Background: an optimization exercise with open tools, aiming at small area, a short achievable clock period and few clock cycles per item. Do not read the settings as production practice. RTL that was checked went through simulation tests only; none was proved equivalent to the original.

==> run a: inputs <==
==> flow/design.v (excerpt) <==
module adjacency_matrix_dfs (
  input  logic        clk,
  input  logic        rst_n,
  input  logic        start,
  output logic        busy,
  input  logic [49:0] in_word,
  output logic        out_valid,
  output logic [18:0] out_word
);
  localparam int N = 16;
  localparam logic [1:0] REQ_ADD_VERTEX = 2'd0;
  localparam logic [1:0] REQ_ADD_EDGE = 2'd1;
  localparam logic [1:0] REQ_WALK = 2'd2;
  localparam logic [1:0] ST_OK = 2'd0;
  localparam logic [1:0] ST_FULL = 2'd1;
  localparam logic [1:0] ST_EXISTS = 2'd2;
  localparam logic [1:0] ST_NOT_FOUND = 2'd3;
  logic [15:0] labels_r [N];
  logic [N-1:0] used_r;           
  logic [N-1:0] dup_r;            
  logic [N-1:0] adj_r [N];        
  logic [1:0] r_type;
  logic [15:0] r_a, r_b;
  logic r_wnz;
  logic r_v;
  logic s_v;
  logic [1:0] s_type;
  logic s_full;                   
  logic s_wnz;
  logic [N-1:0] s_sa, s_sb;
  logic walk_r;                   
  logic [N-1:0] vis_r;            
  logic [N-1:0] front_r;          
  logic [N-1:0] pri_r [N];        
  logic s_adv, r_adv, x_go;
  assign s_adv = !s_v || !walk_r;
  assign r_adv = !r_v || s_adv;
  assign x_go = s_v && !walk_r;
  logic [N-1:0] la, lb;
  always_comb begin
    for (int i = 0; i < N; i++) begin
      la[i] = used_r[i] && !dup_r[i] && labels_r[i] == r_a;
      lb[i] = used_r[i] && !dup_r[i] && labels_r[i] == r_b;
    end
  end
  logic full, add_now;
  logic [N-1:0] wslot;
  ...
==> module adjacency_matrix_dfs, before the edit <==
module adjacency_matrix_dfs (
  input  logic        clk,
  input  logic        rst_n,
  input  logic        start,
  output logic        busy,
  input  logic [49:0] in_word,
  output logic        out_valid,
  output logic [18:0] out_word
);
  localparam int N = 16;
  localparam logic [1:0] REQ_ADD_VERTEX = 2'd0;
  localparam logic [1:0] REQ_ADD_EDGE = 2'd1;
  localparam logic [1:0] REQ_WALK = 2'd2;
  localparam logic [1:0] ST_OK = 2'd0;
  localparam logic [1:0] ST_FULL = 2'd1;
  localparam logic [1:0] ST_EXISTS = 2'd2;
  localparam logic [1:0] ST_NOT_FOUND = 2'd3;
  logic [15:0] labels_r [N];
  logic [N-1:0] used_r;           
  logic [N-1:0] dup_r;            
  logic [N-1:0] adj_r [N];        
  logic [1:0] r_type;
  logic [15:0] r_a, r_b;
  logic r_wnz;
  logic r_v;
  logic s_v;
  logic [1:0] s_type;
  logic s_full;                   
  logic s_wnz;
  logic [N-1:0] s_sa, s_sb;
  logic walk_r;                   
  logic [N-1:0] vis_r;            
  logic [N-1:0] front_r;          
  logic [N-1:0] pri_r [N];        
  logic s_adv, r_adv, x_go;
  assign s_adv = !s_v || !walk_r;
  assign r_adv = !r_v || s_adv;
  assign x_go = s_v && !walk_r;
  logic [N-1:0] la, lb;
  always_comb begin
    for (int i = 0; i < N; i++) begin
      la[i] = used_r[i] && !dup_r[i] && labels_r[i] == r_a;
      lb[i] = used_r[i] && !dup_r[i] && labels_r[i] == r_b;
    end
  end
  logic full, add_now;
  logic [N-1:0] wslot;
  assign full = used_r[N-1];
  always_comb begin
    for (int i = 0; i < N; i++) begin
      wslot[i] = !used_r[i] && (i == 0 || used_r[(i == 0) ? 0 : i - 1]);
    end
  end
  assign add_now = r_v && s_adv && r_type == REQ_ADD_VERTEX && !full;
  logic fa, fb;
  assign fa = |s_sa;
  assign fb = |s_sb;
  logic [N-1:0] inj, vis, q, newf, avail, open_v [N], diag;
  logic front_ge2, last, keep;
  assign inj = s_sa & {N{!walk_r}};
  assign vis = vis_r & {N{walk_r}};
  assign keep = walk_r || (s_v && s_type == REQ_WALK);
  always_comb begin
    for (int w = 0; w < N; w++) begin
      logic ok;
      ok = front_r[w] || inj[w];
      for (int x = 0; x < N; x++) begin
        if (x > w) ok = ok && (!front_r[x] || pri_r[w][x]);
        if (x < w) ok = ok && (!front_r[x] || !pri_r[x][w]);
      end
      q[w] = ok;
    end
    newf = '0;
    for (int w = 0; w < N; w++) begin
      open_v[w] = adj_r[w] & ~vis;
      open_v[w][w] = 1'b0;
      diag[w] = adj_r[w][w];
      avail[w] = |open_v[w];
      newf = newf | (open_v[w] & {N{q[w]}});
    end
    front_ge2 = 1'b0;
    for (int w = 0; w < N; w++) begin
      for (int x = w + 1; x < N; x++) begin
        front_ge2 = front_ge2 | (front_r[w] & front_r[x]);
      end
    end
    last = !(front_ge2 || |(q & avail));
  end
  logic exists;
  assign exists = |(newf & s_sb) || |(s_sa & s_sb & diag);
  logic [15:0] q_label;
  always_comb begin
    q_label = '0;
    for (int v = 0; v < N; v++) begin
      q_label = q_label | (labels_r[v] & {16{q[v]}});
    end
  end
  logic [18:0] out_nxt;
  logic walk_nxt;
  logic set_edge;
  always_comb begin
    out_nxt = {16'd0, 1'b1, ST_OK};
    walk_nxt = 1'b0;
    set_edge = 1'b0;
    if (walk_r) begin
      out_nxt = {q_label, last, ST_OK};
      walk_nxt = !last;
    end else begin
      case (s_type)
        REQ_ADD_VERTEX: begin
          if (s_full) out_nxt[1:0] = ST_FULL;
        end
        REQ_ADD_EDGE: begin
          if (!fa || !fb) out_nxt[1:0] = ST_NOT_FOUND;
          else if (exists) out_nxt[1:0] = ST_EXISTS;
          set_edge = x_go && s_wnz;
        end
        REQ_WALK: begin
          if (!fa) out_nxt[1:0] = ST_NOT_FOUND;
          else begin
            out_nxt = {q_label, last, ST_OK};
            walk_nxt = !last && s_v;
          end
        end
        default: ;
      endcase
    end
  end
  logic r_v_nxt, s_v_nxt;
  logic [N-1:0] s_sa_nxt;
  assign r_v_nxt = r_adv ? (start && !busy) : r_v;
  assign s_v_nxt = s_adv ? r_v : s_v;
  assign s_sa_nxt = s_adv ? la : s_sa;
  always_ff @(posedge clk) begin
    if (!rst_n) begin
      r_v <= 1'b0;
      s_v <= 1'b0;
      walk_r <= 1'b0;
      busy <= 1'b0;
      used_r <= '0;
      front_r <= '0;
      out_valid <= 1'b0;
    end else begin
      r_v <= r_v_nxt;
      s_v <= s_v_nxt;
      walk_r <= walk_nxt;
      busy <= walk_nxt && s_v_nxt && r_v_nxt;
      if (add_now) used_r <= used_r | wslot;
      front_r <= ((front_r & ~q) | newf) & {N{keep}};
      out_valid <= walk_r || s_v;
    end
    if (r_adv) begin
      r_type <= in_word[49:48];
      r_a <= in_word[47:32];
      r_b <= in_word[31:16];
      r_wnz <= in_word[15:0] != 16'd0;
    end
    if (s_adv) begin
      s_type <= r_type;
      s_full <= full;
      s_wnz <= r_wnz;
      s_sb <= lb;
    end
    s_sa <= s_sa_nxt;
    out_word <= out_nxt;
    vis_r <= vis | q;
    for (int i = 0; i < N; i++) begin
      if (add_now && wslot[i]) begin
        labels_r[i] <= r_a;
        dup_r[i] <= |la;
      end
      for (int j = 0; j < N; j++) begin
        if (add_now && wslot[i]) adj_r[i][j] <= 1'b0;
        else if (set_edge && s_sa[i] && s_sb[j]) adj_r[i][j] <= 1'b1;
      end
      for (int j = i + 1; j < N; j++) begin
        if (newf[i]) pri_r[i][j] <= 1'b1;
        else if (newf[j]) pri_r[i][j] <= 1'b0;
      end
    end
  end
endmodule
Settings: LEC_CHECK=0, CAP_MARGIN=20, CORE_MARGIN=2, CORE_UTILIZATION=55, CTS_BUF_LIST=sky130_fd_sc_hd__clkbuf_16, CTS_CLUSTER_DIAMETER=60, CTS_CLUSTER_SIZE=24, SLEW_MARGIN=20; clock period 10.0 ns.
standard.sh (not shown) runs the stock make flow with config.mk's settings and CLKGATE_MAP_FILE= SYNTH_SCRIPT=/design/flow/synth_recipe.tcl, a recipe that flattens the netlist after the stock synthesis.
==> flow/flow/run.sh <==
#!/bin/bash
set -euo pipefail
bash standard.sh SETUP_SLACK_MARGIN=6.5 "BUFFER_PORTS_ARGS=-buffer_cell sky130_fd_sc_hd__buf_4" finish > make.log 2>&1
==> run b (differences from run a) <==
--- a/flow/design.v
+++ b/flow/design.v
@@ -74,6 +74,6 @@
   assign fa = |s_sa;
   assign fb = |s_sb;
-  logic [N-1:0] inj, vis, q, newf, avail, open_v [N], diag;
-  logic front_ge2, last, keep;
+  logic [N-1:0] inj, vis, q, newf, front_nxt, open_v [N], diag;
+  logic last, keep;
   assign inj = s_sa & {N{!walk_r}};
   assign vis = vis_r & {N{walk_r}};
@@ -94,14 +94,8 @@
       open_v[w][w] = 1'b0;
       diag[w] = adj_r[w][w];
-      avail[w] = |open_v[w];
       newf = newf | (open_v[w] & {N{q[w]}});
     end
-    front_ge2 = 1'b0;
-    for (int w = 0; w < N; w++) begin
-      for (int x = w + 1; x < N; x++) begin
-        front_ge2 = front_ge2 | (front_r[w] & front_r[x]);
-      end
-    end
-    last = !(front_ge2 || |(q & avail));
+    front_nxt = (front_r & ~q) | newf;
+    last = !(|front_nxt);
   end
   logic exists;
@@ -165,5 +159,5 @@
       busy <= walk_nxt && s_v_nxt && r_v_nxt;
       if (add_now) used_r <= used_r | wslot;
-      front_r <= ((front_r & ~q) | newf) & {N{keep}};
+      front_r <= front_nxt & {N{keep}};
       out_valid <= walk_r || s_v;
     end
==> flow/flow/run.sh (replaced) <==
#!/bin/bash
set -euo pipefail
bash standard.sh SETUP_SLACK_MARGIN=6.8 \
  "BUFFER_PORTS_ARGS=-buffer_cell sky130_fd_sc_hd__buf_4" \
  "CTS_ARGS=-sink_clustering_enable -repair_clock_nets -sink_clustering_size 24 -sink_clustering_max_diameter 60 -buf_list sky130_fd_sc_hd__clkbuf_16 -dont_use_dummy_load" \
  finish > make.log 2>&1
==> run c (differences from run a) <==
==> flow/design.v (replaced) <==
module amd_ram #(
  parameter int Width = 16,
  parameter int Depth = 16
) (
  input  logic                     clk,
  input  logic                     we,
  input  logic [$clog2(Depth)-1:0] addr,
  input  logic [Width-1:0]         wdata,
  output logic [Width-1:0]         rdata
);
  logic [Width-1:0] mem [Depth];
  always_ff @(posedge clk) begin
    if (we) begin
      mem[addr] <= wdata;
    end
    rdata <= mem[addr];
  end
endmodule
module adjacency_matrix_dfs (
  input  logic        clk,
  input  logic        rst_n,
  input  logic        start,
  output logic        busy,
  input  logic [49:0] in_word,
  output logic        out_valid,
  output logic [18:0] out_word
);
  localparam int N = 16;
  localparam logic [1:0] REQ_ADD_VERTEX = 2'd0;
  localparam logic [1:0] REQ_ADD_EDGE = 2'd1;
  localparam logic [1:0] REQ_WALK = 2'd2;
  localparam logic [1:0] ST_OK = 2'd0;
  localparam logic [1:0] ST_FULL = 2'd1;
  localparam logic [1:0] ST_EXISTS = 2'd2;
  localparam logic [1:0] ST_NOT_FOUND = 2'd3;
  logic [15:0] labels_r [N];
  logic [N-1:0] used_r;           
  logic [N-1:0] dup_r;            
  logic [N-1:0] adj_r [N];        
  logic [49:0] r_word;
  logic r_v;
  logic [15:0] r_a, r_b;
  assign r_a = r_word[47:32];
  assign r_b = r_word[31:16];
  logic s_v;
  logic [1:0] s_type;
  logic [15:0] s_a;
  logic s_wnz;
  logic [N-1:0] s_sa, s_sb;
  logic walk_r;                   
  logic [N-1:0] vis_r;            
  logic [N-1:0] held_r;           
  logic [N-1:0] later_r [N];      
  logic s_adv, r_adv, x_go;
  assign s_adv = !s_v || !walk_r;
  assign r_adv = !r_v || s_adv;
  assign x_go = s_v && !walk_r;
  logic fa, fb, full, add_now;
  logic [N-1:0] wslot;
  assign fa = |s_sa;
  assign fb = |s_sb;
  assign full = used_r[N-1];
  always_comb begin
    for (int i = 0; i < N; i++) begin
      wslot[i] = !used_r[i] && (i == 0 || used_r[(i == 0) ? 0 : i - 1]);
    end
  end
  assign add_now = x_go && s_type == REQ_ADD_VERTEX && !full;
  logic [N-1:0] la, lb;
  always_comb begin
    for (int i = 0; i < N; i++) begin
      la[i] = used_r[i] && !dup_r[i] && labels_r[i] == r_a;
      lb[i] = used_r[i] && !dup_r[i] && labels_r[i] == r_b;
    end
    if (add_now && !fa && s_a == r_a) la = la | wslot;
    if (add_now && !fa && s_a == r_b) lb = lb | wslot;
  end
  logic [N-1:0] avail, cont, src, q;
  logic [N-1:0] nq [N];
  logic found;
  always_comb begin
    for (int v = 0; v < N; v++) begin
      logic [N-1:0] open_v;
      open_v = adj_r[v] & ~vis_r;
      avail[v] = |open_v;
      nq[v] = '0;
      for (int j = N - 1; j >= 0; j--) begin
        if (open_v[j]) nq[v] = N'(1) << j;
      end
    end
    cont = vis_r & avail;
    for (int v = 0; v < N; v++) begin
      logic ok;
      ok = cont[v];
      for (int u = 0; u < N; u++) begin
        if (u > v) ok = ok && (!cont[u] || !later_r[u][v]);
        if (u < v) ok = ok && (!cont[u] || later_r[v][u]);
      end
      src[v] = ok;
    end
    q = '0;
    for (int v = 0; v < N; v++) begin
      q = q | (nq[v] & {N{src[v]}});
    end
  end
  assign found = |cont;
  logic exists;
  always_comb begin
    exists = 1'b0;
    for (int v = 0; v < N; v++) begin
      exists = exists | (s_sa[v] && |(adj_r[v] & s_sb));
    end
  end
  logic [15:0] held_label;
  always_comb begin
    held_label = '0;
    for (int v = 0; v < N; v++) begin
      held_label = held_label | (labels_r[v] & {16{held_r[v]}});
    end
  end
  logic [18:0] out_nxt;
  logic walk_nxt;
  logic set_edge;
  always_comb begin
    out_nxt = {16'd0, 1'b1, ST_OK};
    walk_nxt = 1'b0;
    set_edge = 1'b0;
    if (walk_r) begin
      out_nxt = {held_label, !found, ST_OK};
      walk_nxt = found;
    end else begin
      case (s_type)
        REQ_ADD_VERTEX: begin
          if (full) out_nxt[1:0] = ST_FULL;
        end
        REQ_ADD_EDGE: begin
          if (!fa || !fb) out_nxt[1:0] = ST_NOT_FOUND;
          else if (exists) out_nxt[1:0] = ST_EXISTS;
          else set_edge = x_go && s_wnz;
        end
        REQ_WALK: begin
          if (!fa) out_nxt[1:0] = ST_NOT_FOUND;
          else begin
            out_nxt = {s_a, !found, ST_OK};
            walk_nxt = found && s_v;
          end
        end
        default: ;
      endcase
    end
  end
  logic r_v_nxt, s_v_nxt;
  logic [N-1:0] s_sa_nxt;
  assign r_v_nxt = r_adv ? (start && !busy) : r_v;
  assign s_v_nxt = s_adv ? r_v : s_v;
  assign s_sa_nxt = s_adv ? la : s_sa;
  always_ff @(posedge clk) begin
    if (!rst_n) begin
      r_v <= 1'b0;
      s_v <= 1'b0;
      walk_r <= 1'b0;
      busy <= 1'b0;
      used_r <= '0;
      out_valid <= 1'b0;
    end else begin
      r_v <= r_v_nxt;
      s_v <= s_v_nxt;
      walk_r <= walk_nxt;
      busy <= walk_nxt && s_v_nxt && r_v_nxt;
      if (add_now) used_r <= used_r | wslot;
      out_valid <= walk_r || s_v;
    end
    if (r_adv) r_word <= in_word;
    if (s_adv) begin
      s_type <= r_word[49:48];
      s_a <= r_a;
      s_wnz <= r_word[15:0] != 16'd0;
      s_sb <= lb;
    end
    s_sa <= s_sa_nxt;
    out_word <= out_nxt;
    vis_r <= walk_nxt ? (vis_r | q) : s_sa_nxt;
    held_r <= q;
    for (int i = 0; i < N; i++) begin
      if (add_now && wslot[i]) begin
        labels_r[i] <= s_a;
        dup_r[i] <= fa;
      end
      for (int j = 0; j < N; j++) begin
        if (!rst_n) adj_r[i][j] <= 1'b0;
        else if (set_edge && s_sa[i] && s_sb[j]) adj_r[i][j] <= 1'b1;
      end
      for (int j = 0; j < i; j++) begin
        if (q[i]) later_r[i][j] <= 1'b1;
        else if (q[j]) later_r[i][j] <= 1'b0;
      end
    end
  end
endmodule
==> flow/run.sh (new file) <==
#!/bin/bash
# synth_recipe.tcl (not shown) runs the flow's synth.tcl, then flattens the netlist and writes it again
# the make line also repeats each setting of config.mk as NAME=value (left out here)
make -C /OpenROAD-flow-scripts/flow DESIGN_CONFIG=/design/flow/config.mk WORK_HOME=/design/flow/orfs CLKGATE_MAP_FILE= SYNTH_SCRIPT=/design/flow/synth_recipe.tcl finish
--- a/flow/config.mk
+++ b/flow/config.mk
@@ -8,7 +8,5 @@
 export CAP_MARGIN = 20
 export CORE_MARGIN = 2
-export CORE_UTILIZATION = 55
-export CTS_BUF_LIST = sky130_fd_sc_hd__clkbuf_16
-export CTS_CLUSTER_DIAMETER = 60
-export CTS_CLUSTER_SIZE = 24
+export CORE_UTILIZATION = 40
+export SETUP_SLACK_MARGIN = 5
 export SLEW_MARGIN = 20
removed: flow/flow/run.sh
removed: flow/standard.sh
==> run d (differences from run a) <==
--- a/flow/design.v
+++ b/flow/design.v
@@ -38,11 +38,12 @@
   logic [N-1:0] dup_r;            
   logic [N-1:0] adj_r [N];        
-  logic [1:0] r_type;
+  logic [49:0] r_word;
+  logic r_v;
   logic [15:0] r_a, r_b;
-  logic r_wnz;
-  logic r_v;
+  assign r_a = r_word[47:32];
+  assign r_b = r_word[31:16];
   logic s_v;
   logic [1:0] s_type;
-  logic s_full;                   
+  logic [15:0] s_a;
   logic s_wnz;
   logic [N-1:0] s_sa, s_sb;
@@ -55,4 +56,15 @@
   assign r_adv = !r_v || s_adv;
   assign x_go = s_v && !walk_r;
+  logic fa, fb, full, add_now;
+  logic [N-1:0] wslot;
+  assign fa = |s_sa;
+  assign fb = |s_sb;
+  assign full = used_r[N-1];
+  always_comb begin
+    for (int i = 0; i < N; i++) begin
+      wslot[i] = !used_r[i] && (i == 0 || used_r[(i == 0) ? 0 : i - 1]);
+    end
+  end
+  assign add_now = x_go && s_type == REQ_ADD_VERTEX && !full;
   logic [N-1:0] la, lb;
   always_comb begin
@@ -61,20 +73,10 @@
       lb[i] = used_r[i] && !dup_r[i] && labels_r[i] == r_b;
     end
-  end
-  logic full, add_now;
-  logic [N-1:0] wslot;
-  assign full = used_r[N-1];
-  always_comb begin
-    for (int i = 0; i < N; i++) begin
-      wslot[i] = !used_r[i] && (i == 0 || used_r[(i == 0) ? 0 : i - 1]);
-    end
-  end
-  assign add_now = r_v && s_adv && r_type == REQ_ADD_VERTEX && !full;
-  logic fa, fb;
-  assign fa = |s_sa;
-  assign fb = |s_sb;
-  logic [N-1:0] inj, vis, q, newf, avail, open_v [N], diag;
+    if (add_now && !fa && s_a == r_a) la = la | wslot;
+    if (add_now && !fa && s_a == r_b) lb = lb | wslot;
+  end
+  logic [N-1:0] front, vis, q, newf, avail, open_v [N];
   logic front_ge2, last, keep;
-  assign inj = s_sa & {N{!walk_r}};
+  assign front = front_r | (s_sa & {N{!walk_r}});
   assign vis = vis_r & {N{walk_r}};
   assign keep = walk_r || (s_v && s_type == REQ_WALK);
@@ -82,8 +84,8 @@
     for (int w = 0; w < N; w++) begin
       logic ok;
-      ok = front_r[w] || inj[w];
+      ok = front[w];
       for (int x = 0; x < N; x++) begin
-        if (x > w) ok = ok && (!front_r[x] || pri_r[w][x]);
-        if (x < w) ok = ok && (!front_r[x] || !pri_r[x][w]);
+        if (x > w) ok = ok && (!front[x] || pri_r[w][x]);
+        if (x < w) ok = ok && (!front[x] || !pri_r[x][w]);
       end
       q[w] = ok;
@@ -93,5 +95,4 @@
       open_v[w] = adj_r[w] & ~vis;
       open_v[w][w] = 1'b0;
-      diag[w] = adj_r[w][w];
       avail[w] = |open_v[w];
       newf = newf | (open_v[w] & {N{q[w]}});
@@ -100,5 +101,5 @@
     for (int w = 0; w < N; w++) begin
       for (int x = w + 1; x < N; x++) begin
-        front_ge2 = front_ge2 | (front_r[w] & front_r[x]);
+        front_ge2 = front_ge2 | (front[w] & front[x]);
       end
     end
@@ -106,5 +107,10 @@
   end
   logic exists;
-  assign exists = |(newf & s_sb) || |(s_sa & s_sb & diag);
+  always_comb begin
+    exists = 1'b0;
+    for (int v = 0; v < N; v++) begin
+      exists = exists | (s_sa[v] && |(adj_r[v] & s_sb));
+    end
+  end
   logic [15:0] q_label;
   always_comb begin
@@ -127,15 +133,15 @@
       case (s_type)
         REQ_ADD_VERTEX: begin
-          if (s_full) out_nxt[1:0] = ST_FULL;
+          if (full) out_nxt[1:0] = ST_FULL;
         end
         REQ_ADD_EDGE: begin
           if (!fa || !fb) out_nxt[1:0] = ST_NOT_FOUND;
           else if (exists) out_nxt[1:0] = ST_EXISTS;
-          set_edge = x_go && s_wnz;
+          else set_edge = x_go && s_wnz;
         end
         REQ_WALK: begin
           if (!fa) out_nxt[1:0] = ST_NOT_FOUND;
           else begin
-            out_nxt = {q_label, last, ST_OK};
+            out_nxt = {s_a, last, ST_OK};
             walk_nxt = !last && s_v;
           end
@@ -157,5 +163,4 @@
       busy <= 1'b0;
       used_r <= '0;
-      front_r <= '0;
       out_valid <= 1'b0;
     end else begin
@@ -165,17 +170,11 @@
       busy <= walk_nxt && s_v_nxt && r_v_nxt;
       if (add_now) used_r <= used_r | wslot;
-      front_r <= ((front_r & ~q) | newf) & {N{keep}};
       out_valid <= walk_r || s_v;
     end
-    if (r_adv) begin
-      r_type <= in_word[49:48];
-      r_a <= in_word[47:32];
-      r_b <= in_word[31:16];
-      r_wnz <= in_word[15:0] != 16'd0;
-    end
+    if (r_adv) r_word <= in_word;
     if (s_adv) begin
-      s_type <= r_type;
-      s_full <= full;
-      s_wnz <= r_wnz;
+      s_type <= r_word[49:48];
+      s_a <= r_a;
+      s_wnz <= r_word[15:0] != 16'd0;
       s_sb <= lb;
     end
@@ -183,11 +182,12 @@
     out_word <= out_nxt;
     vis_r <= vis | q;
+    front_r <= ((front & ~q) | newf) & {N{keep}};
     for (int i = 0; i < N; i++) begin
       if (add_now && wslot[i]) begin
-        labels_r[i] <= r_a;
-        dup_r[i] <= |la;
+        labels_r[i] <= s_a;
+        dup_r[i] <= fa;
       end
       for (int j = 0; j < N; j++) begin
-        if (add_now && wslot[i]) adj_r[i][j] <= 1'b0;
+        if (add_now && (wslot[i] || wslot[j])) adj_r[i][j] <= 1'b0;
         else if (set_edge && s_sa[i] && s_sb[j]) adj_r[i][j] <= 1'b1;
       end
==> flow/run.sh (new file) <==
#!/bin/bash
# synth_recipe.tcl (not shown) runs the flow's synth.tcl, then flattens the netlist and writes it again
# the make line also repeats each setting of config.mk as NAME=value (left out here)
make -C /OpenROAD-flow-scripts/flow DESIGN_CONFIG=/design/flow/config.mk WORK_HOME=/design/flow/orfs CLKGATE_MAP_FILE= SYNTH_SCRIPT=/design/flow/synth_recipe.tcl finish
--- a/flow/config.mk
+++ b/flow/config.mk
@@ -8,7 +8,5 @@
 export CAP_MARGIN = 20
 export CORE_MARGIN = 2
-export CORE_UTILIZATION = 55
-export CTS_BUF_LIST = sky130_fd_sc_hd__clkbuf_16
-export CTS_CLUSTER_DIAMETER = 60
-export CTS_CLUSTER_SIZE = 24
+export CORE_UTILIZATION = 40
+export SETUP_SLACK_MARGIN = 5
 export SLEW_MARGIN = 20
removed: flow/flow/run.sh
removed: flow/standard.sh
==> impl_metrics.tcl <==
set metrics [dict create \
    grt_use_met2_pct 71.9 \
    nonClkBufAreaFrac_pct 6.07 \
    grt_pass1_vias 28400 \
    clkPwrFrac_pct 35.7 \
    crit_required_ns 10.53 \
    gp_congestion 1.06 \
    comb-power_uw 240 \
    status "timing/DRC/antenna clean" \
    dp_hpwl_um 98800 \
    synthSimpleGateAreaFrac_pct 13.1 \
    min_period_over_period_pct 34.5 \
    cp_slowest_cell "dfxtp_4" \
    layout_commonest_cell "xor2_1" \
    crit_top_cell "nand4_1" \
]
Source of the figures above: run b

==> impl_metrics.tcl <==
set metrics [dict create \
    synthSimpleGateAreaFrac_pct 13.5 \
    nFlopsAndLatches 791 \
    grt_use_met2_pct 71.7 \
    clkPwrFrac_pct 41.1 \
    seq_power_share_pct 55.1 \
    cp_slowest_cell "a222oi_1" \
    dp_hpwl_um 109000 \
    timing.fmax_mhz 282 \
    min_period_over_period_pct 35.5 \
    crit_required_ns 10.55 \
    nonClkBufAreaFrac_pct 4.15 \
    comb-power_uw 233 \
    gp_congestion 1.08 \
    status "timing/DRC/antenna clean" \
]
Source of the figures above: run a

==> impl_metrics.tcl <==
set metrics [dict create \
    cp_slowest_cell "a311oi_1" \
    min_period_over_period_pct 51.5 \
    grt_use_met2_pct 74.3 \
    crit_required_ns 10.59 \
    grt_pass1_vias 40400 \
    nonClkBufAreaFrac_pct 5.46 \
    synthSimpleGateAreaFrac_pct 22.4 \
    gp_congestion 1.17 \
    clkPwrFrac_pct 48.6 \
    status "timing/DRC/antenna clean" \
]
Source of the figures above: run c

==> impl_metrics.tcl <==
set metrics [dict create \
    ys.flop_type "dfxtp_1" \
    dp_hpwl_um 156000 \
    grt_pass1_vias 37000 \
    ff2ff_path_depth 10 \
    synthSimpleGateAreaFrac_pct 14.2 \
    rsz0062_at_grt "false" \
    synth_xor_area_share_pct 11.6 \
    clkPwrFrac_pct 48.7 \
    reg2reg_slack_ns 5.00 \
    vias_per_cell 7.09 \
    min_period_over_period_pct 50.0 \
    nonClkBufAreaFrac_pct 3.79 \
    comb-power_uw 279 \
    crit_top_cell "buf_4" \
    layout_commonest_cell "nand2_1" \
    status "timing/DRC/antenna clean" \
    cp_slowest_cell "dfxtp_4" \
]
Source of the figures above: run d

Testbench counts of run a, summed over its fixed seeds: cycles 6,316, items 1,600.
Testbench counts of run b, summed over its fixed seeds: cycles 6,316, items 1,600.
Only the layout flow was run in run c and run d; the RTL was not checked for function there.

re-timing with driven ports:
The results above use ideal ports. As a check the final layouts listed here were re-extracted and re-timed, cells and wires unchanged. Step 1 (the two cells are an assumption about what drives the block):
set clk [get_ports {clk}]
set_driving_cell -lib_cell sky130_fd_sc_hd__clkbuf_16 $clk
set_driving_cell -lib_cell sky130_fd_sc_hd__buf_2 [delete_from_list [all_inputs] $clk]
Step 2, shift: input delay + t, output delay - t, t = (earliest + latest rising clock arrival at the registers) / 2. This alone moves slack from input paths to output paths. a / b / c = ideal / step 1 / step 2; a / b = the first two.
run	t, ns	slack for setup (ns)	worst hold slack (ns)	slew at the worst register clock pin (ns)	cell pins on the clock port's net
run a	0.758	6.454 / 6.454 / 6.454	0.459 / 0.459 / 0.459	0.10 / 0.10	1
run b	0.714	6.554 / 6.554 / 6.554	0.467 / 0.467 / 0.467	0.10 / 0.10	1
run c	0.788	4.845 / 4.845 / 4.845	0.428 / 0.428 / 0.428	0.07 / 0.07	1
run d	0.779	4.995 / 4.995 / 4.995	0.428 / 0.428 / 0.428	0.07 / 0.07	1
After both steps every run listed still meets setup and hold.
